Source: an optimization exercise on an open RTL-to-GDS flow (aim: small area, a short achievable clock period and few clock cycles per item). Production flows keep margins and buffers that such runs may drop.
At most, simulation tests tie the RTL to the original design; equivalence was not proved.
Function not checked in run 2: the RTL went through the layout flow alone.
Power figures rest on the tool's default switching activity, not on a simulated workload.

==> flow/design.v (outline; a module is shown in full before it is edited, if it fits) <==
// module mul_share_arbiter: 3368 lines
// module fa_cell: 5 lines
module mul_share_arbiter #(
    parameter int DATAWIDTH = 64,
    parameter int LATENCY   = 3
) (
    input  logic                   Clk,
    input  logic                   Rst,
    input  logic [3:0]             Req,
    input  logic [4*DATAWIDTH-1:0] A,
    input  logic [4*DATAWIDTH-1:0] B,
    output logic [3:0]             Grant,
    output logic [3:0]             Done,
    output logic [DATAWIDTH-1:0]   Prod,
    output logic                   Busy
);
  // ...
==> flow/flow/run.sh <==
#!/bin/bash
set -euo pipefail
cd "$(dirname "$0")/.."
bash standard.sh "BUFFER_PORTS_ARGS=-buffer_cell sky130_fd_sc_hd__buf_1" \
    SETUP_SLACK_MARGIN=5.3 finish > standard.log 2>&1
==> flow/standard.sh <==
#!/bin/bash
# synth_recipe.tcl (not shown) runs the flow's synth.tcl, then flattens the netlist and writes it again
# the make line also repeats each setting of config.mk as NAME=value (left out here)
make -C /OpenROAD-flow-scripts/flow DESIGN_CONFIG=/design/flow/config.mk WORK_HOME=/design/flow/orfs CLKGATE_MAP_FILE= SYNTH_SCRIPT=/design/flow/synth_recipe.tcl "${@:-finish}"
==> flow/config.mk <==
export PLATFORM = sky130hd
export DESIGN_NAME = mul_share_arbiter
export DESIGN_NICKNAME = mul_share_arbiter
export VERILOG_FILES = /design/flow/design.v
export SDC_FILE = /design/flow/constraint.sdc
export NUM_CORES = 4
export LEC_CHECK = 0
export ABC_AREA = 1
export CAP_MARGIN = 20
export CORE_MARGIN = 2
export CORE_UTILIZATION = 40
export SETUP_SLACK_MARGIN = 5
export SLEW_MARGIN = 20
export SYNTH_HIERARCHICAL = 1
==> flow/constraint.sdc <==
create_clock -name core_clock -period 8.5 [get_ports {Clk}]
set_input_delay 1.7000 -clock core_clock [delete_from_list [all_inputs] [get_ports {Clk}]]
set_output_delay 1.7000 -clock core_clock [all_outputs]
set_load 0.01 [all_outputs]
==> flow_summary.json, run 1 <==
{
  "antenna_found_initial": 16,
  "wl_met2_um": 126800,
  "met3_wirelength_um": 46670,
  "postSynthNetCount": 7845,
  "place_area_um2": 64770,
  "synthMuxAreaShare_pct": 0,
  "antennaDiodeCount": 13,
  "clk_latency_ns": 0.71,
  "io_buffers": 590,
  "ctsHoldBuffers": 0,
  "reg2regPathDepth": 9,
  "worstReg2RegStart": "two_r[5]",
  "r2r_end": "q1_36_4",
  "clockRootBuffer": "clkbuf_16",
  "synth-edff-count": 0,
  "pre_cts_slack_ns": 4.424,
  "seq_cell_count": 733,
  "die_w_um": 394.9,
  "syn_avg_cell_area_um2": 9.681,
  "cpMaxStageDelayCell": "fa_1",
  "route.detailed.drc": 0,
  "cts_made_buffers": 86,
  "worstSetupPathDepth": 9,
  "grt_overflow": 0,
  "p_clk_share_pct": 54.0,
  "seq_cell_power_mw": 3.43,
  "outcome": "timing/DRC/antenna clean"
}
Testbench counts, summed over its fixed seeds: cycles 1,568, items 1,536.
==> run 2, diff against run 1 <==
--- a/flow/design.v
+++ b/flow/design.v
@@ -8,39 +8,34 @@
     input  logic [4*DATAWIDTH-1:0] A,
     input  logic [4*DATAWIDTH-1:0] B,
     output logic [3:0]             Grant,
     output logic [3:0]             Done,
     output logic [DATAWIDTH-1:0]   Prod,
     output logic                   Busy
 );
   logic [3:0] slot_r;
-  logic [3:0] grant_r, done_r;
-  logic [3:0] tag_r [1:2];
+  logic [3:0] grant_r, tag1_r, tag2_r, done_r;
   logic       busy_r;
   wire  [3:0] acc = Req & slot_r;
-  logic       tags_any;
-  always_comb begin
-    tags_any = |grant_r;
-    for (int k = 1; k <= 2; k++) tags_any = tags_any | (|tag_r[k]);
-  end
   always_ff @(posedge Clk or negedge Rst) begin
     if (!Rst) begin
       slot_r  <= 4'b0001;
       grant_r <= '0;
-      for (int k = 1; k <= 2; k++) tag_r[k] <= '0;
+      tag1_r  <= '0;
+      tag2_r  <= '0;
       done_r  <= '0;
       busy_r  <= 1'b0;
     end else begin
       slot_r  <= {slot_r[2:0], slot_r[3]};
       grant_r <= acc;
-      tag_r[1] <= grant_r;
-      for (int k = 2; k <= 2; k++) tag_r[k] <= tag_r[k-1];
-      done_r  <= tag_r[2];
-      busy_r  <= (|acc) | tags_any;
+      tag1_r  <= grant_r;
+      tag2_r  <= tag1_r;
+      done_r  <= tag2_r;
+      busy_r  <= (|acc) | (|grant_r) | (|tag1_r) | (|tag2_r);
     end
   end
   assign Grant = grant_r;
   assign Done  = done_r;
   assign Busy  = busy_r;
   wire [63:0] a_sel = ({64{slot_r[0]}} & A[63:0])    | ({64{slot_r[1]}} & A[127:64]) |
                       ({64{slot_r[2]}} & A[191:128]) | ({64{slot_r[3]}} & A[255:192]);
   wire [63:0] b_sel = ({64{slot_r[0]}} & B[63:0])    | ({64{slot_r[1]}} & B[127:64]) |
==> flow/run.sh (new file) <==
#!/bin/bash
# synth_recipe.tcl (not shown) runs the flow's synth.tcl, then flattens the netlist and writes it again
# the make line also repeats each setting of config.mk as NAME=value (left out here)
make -C /OpenROAD-flow-scripts/flow DESIGN_CONFIG=/design/flow/config.mk WORK_HOME=/design/flow/orfs CLKGATE_MAP_FILE= SYNTH_SCRIPT=/design/flow/synth_recipe.tcl finish
removed: flow/flow/run.sh
removed: flow/standard.sh
==> flow_summary.json, run 2 <==
{
  "hold-worst-slack_ns": 0.3167,
  "final.setup.tns_ns": 0,
  "grt_pass1_wl_um": 388900,
  "reg.largest.list": "opa_r x64, prod_r x64",
  "p_leak_nw": 36.85,
  "vias": 53450,
  "synth_seq_cells": 733,
  "core-area_um2": 151500,
  "grt_overflow": 0,
  "crit_chain": "inv_2, buf_4, o22ai_1, xor2_1, fa_1, fa_1, fa_1, fa_1",
  "drive_above_1_share_pct": 5.770,
  "whs_endpoint": "neg1_r[26]",
  "cpMostUsedCell": "fa_1",
  "cpMaxStageDelayCell": "buf_4",
  "synth_most_common_cell": "xor2_1",
  "synth-edff-count": 0,
  "die-area_um2": 155500,
  "stdcell_count": 8661,
  "syn_inst": 6261,
  "postSynthNetCount": 7792,
  "gp_congestion": 0.9662,
  "die_y_um": 394.4,
  "syn_area_um2": 60950,
  "htreeDepth": 3,
  "grt_pass1_vias": 55900,
  "io_buffers": 590,
  "cp-start-kind": "flip-flop",
  "cts_tree": "built",
  "hp-class": "reg -> reg",
  "end_kind": "flip-flop",
  "ant_nets": 0,
  "outcome": "timing/DRC/antenna clean",
  "synth_common_cells": "xor2_1, o22ai_1, fa_1",
  "synth_top_area_share_pct": 29.92,
  "final_cell_mix": "xor2_1, o22ai_1, fa_1, nand2_1, dfxtp_1",
  "die_w_um": 394.4,
  "maxCapViolCount": 0,
  "critPathRequiredTime_ns": 9.07,
  "path_max_fanout": 31,
  "dp_hpwl_um": 189300,
  "placedCellCount": 8487,
  "drtIter0Drc": 6392,
  "num-nets-final": 8083,
  "vias_per_cell": 6.171,
  "grt_max_degree": 75,
  "crit_buf_inv": 2,
  "cts_made_buffers": 85,
  "timing_hold_violations_final": 0,
  "worstHoldStart": "neg_r[26]",
  "yosysWarnings": 7,
  "critical_path_arrival_ns": 4.11,
  "nFillCells": 14270,
  "reg2regPathDepth": 8,
  "place_area_um2": 68380,
  "clockRootBuffer": "clkbuf_16",
  "slowest_delay_ns": 0.53,
  "worstReg2RegStart": "opa_r[32]",
  "period_needed_ns": 3.539,
  "area_growth_pct": 18.26,
  "holdPathStages": 0,
  "yosysUniqueCellTypes": 41,
  "synthFlopType": "dfxtp_1",
  "firstDrtPassIters": 13,
  "worst_pin_slew_ns": 1.259,
  "fin_area_um2": 72080,
  "peakVddDrop_mv": 0.1378,
  "antenna_found_initial": 21,
  "skew_ns": 0.04437,
  "yosysSeqAreaShare_pct": 24.25,
  "cpLargestDelayFamily": "adder cells",
  "worstSetupPathDepth": 8,
  "slew_violations": 0,
  "crit_type": "reg -> reg",
  "syn_avg_cell_area_um2": 9.735,
  "r2r_end": "q1_40_5",
  "setup_slack_ns": 4.961,
  "clk_latency_ns": 0.73,
  "fin_crit_sh_pct": 41.64,
  "pre_cts_slack_ns": 4.586,
  "cts.sinks": 733,
  "grt_setup_unrepaired": "no",
  "wl_um": 275600,
  "rows": 143,
  "route.detailed.drc": 0,
  "mostFrequentLayoutCell": "xor2_1",
  "finalSetupViolCount": 0,
  "async_flop_share_pct": 2.865,
  "rrSetupSlack_ns": 4.96,
  "routedWlPerCell_um": 31.82,
  "path_clk_slew_ns": 0.06,
  "start_util_pct": 40.22,
  "grt_usage_pct": 34.50,
  "slew_headroom_pct": 15.78,
  "clk_path_buf_depth": 3,
  "clock.fmax_mhz": 282.6,
  "ios": 591,
  "powerDensity_nw_per_um2": 106.6,
  "synth_area_leaders": "fa_1, dfxtp_1, xor2_1",
  "yosys.area.top_type": "fa_1"
}
==> run 2: per-layer routing <==
layer	vias up	part of all wire (%)	track usage, %
li1	21630	-	-
met1	26000	35	39.76
met2	4510	43	52.34
met3	1293	15	15.86
met4	20	7.4	20.43
met5	-	0.11	0.8621
==> run 2: how the worst max path moves through the flow <==
| stage | startpoint | to |
|---|---|---|
| after detailed placement | one_r[0] | q1_40_5 |
| final | opa_r[32] | q1_40_5 |
| after global routing | opa_r[20] | q1_36_4 |
| after global placement | one_r[0] | q1_40_5 |
| after floorplan | opa_r[35] | q1_37_4 |
| after CTS | neg_r[6] | q1_37_4 |
==> run 2: power breakdown <==
group          total (mW)  internal, mW  leakage (nW)  switching [mW]
logic               0.258         0.206          29.3          0.0523
registers            3.43          3.43          6.03               0
clock network        3.99          2.36          1.48            1.63
total                7.68          6.00          36.9            1.68
==> run 2: timing repair <==
action                     4_1_cts  5_1_grt
buffers inserted                 1        6
hold endpoints to repair         0        0
resized for setup               61       97
setup endpoints to repair      136       32
hold buffers                     0        0
==> run 2: area by class of cell <==
cell class / instances / area [um^2] / area share, %
well taps: 2030 / 2540 / 3.524
inverters: 350 / 1383 / 1.918
clock inverters: 46 / 718.2 / 0.9963
repair buffers: 730 / 7403 / 10.27
diodes: 10 / 25.02 / 0.03472
multi-input cells: 4652 / 42820 / 59.41
clock buffers: 110 / 2332 / 3.235
flip-flops and latches: 733 / 14860 / 20.61
==> run 2: modules after synthesis (local to each module, per instance) <==
module,cells inside,times used
mul_share_arbiter,5350,1
fa_cell,1,911
==> run 2: through the flow <==
stage,power [mW],utilization (%)
3_5_place_dp,3.768,45.12
6_report,7.684,47.56
2_1_floorplan,3.512,-
3_3_place_gp,3.767,45.12
5_1_grt,7.885,47.55
4_1_cts,7.755,47.28
==> run 2: cell families (layout without fill, tap and decap cells) <==
group	count (synthesis)	after routing	share of synthesized area [%]
and+or+nand+nor	1146	1146	7.803
xor gates and xnor gates	1130	1130	16.24
AOI/OAI and AO/OA	1363	1363	14.15
adders and majority gates	1013	1013	32.02
DFF	733	733	24.25
other	0	10	0
buffers and inverters	876	1236	5.549

==> separate check: timing with driven ports <==
The flow's constraints put no driver on any port. The routed layouts listed below were extracted and timed again, unchanged, in two steps. Step 1 sets driving cells, clkbuf_16 on the clock port and buf_2 on the other inputs (assumed; they add their load-dependent delay and slew). Step 2, shift: input delay + t, output delay - t, t = (earliest + latest rising clock arrival at the registers) / 2. This alone moves slack from input paths to output paths. Slacks: no drivers / after step 1 / after step 2; pairs: no drivers / after step 1.
run | t, ns | slack for setup (ns) | hold slack, ns | worst setup path after step 2 | pins driven straight from the clock port
run 1 | 0.777 | 5.197 / 5.197 / 4.930 | 0.325 / 0.325 / 0.325 | input to register | 1
run 2 | 0.788 | 4.961 / 4.961 / 4.766 | 0.317 / 0.317 / 0.317 | input to register | 1
After both steps setup and hold are still met in every run listed. The setup slack of run 1, which loses most, moves by 0.000 ns with the drivers and by -0.267 ns with both steps.
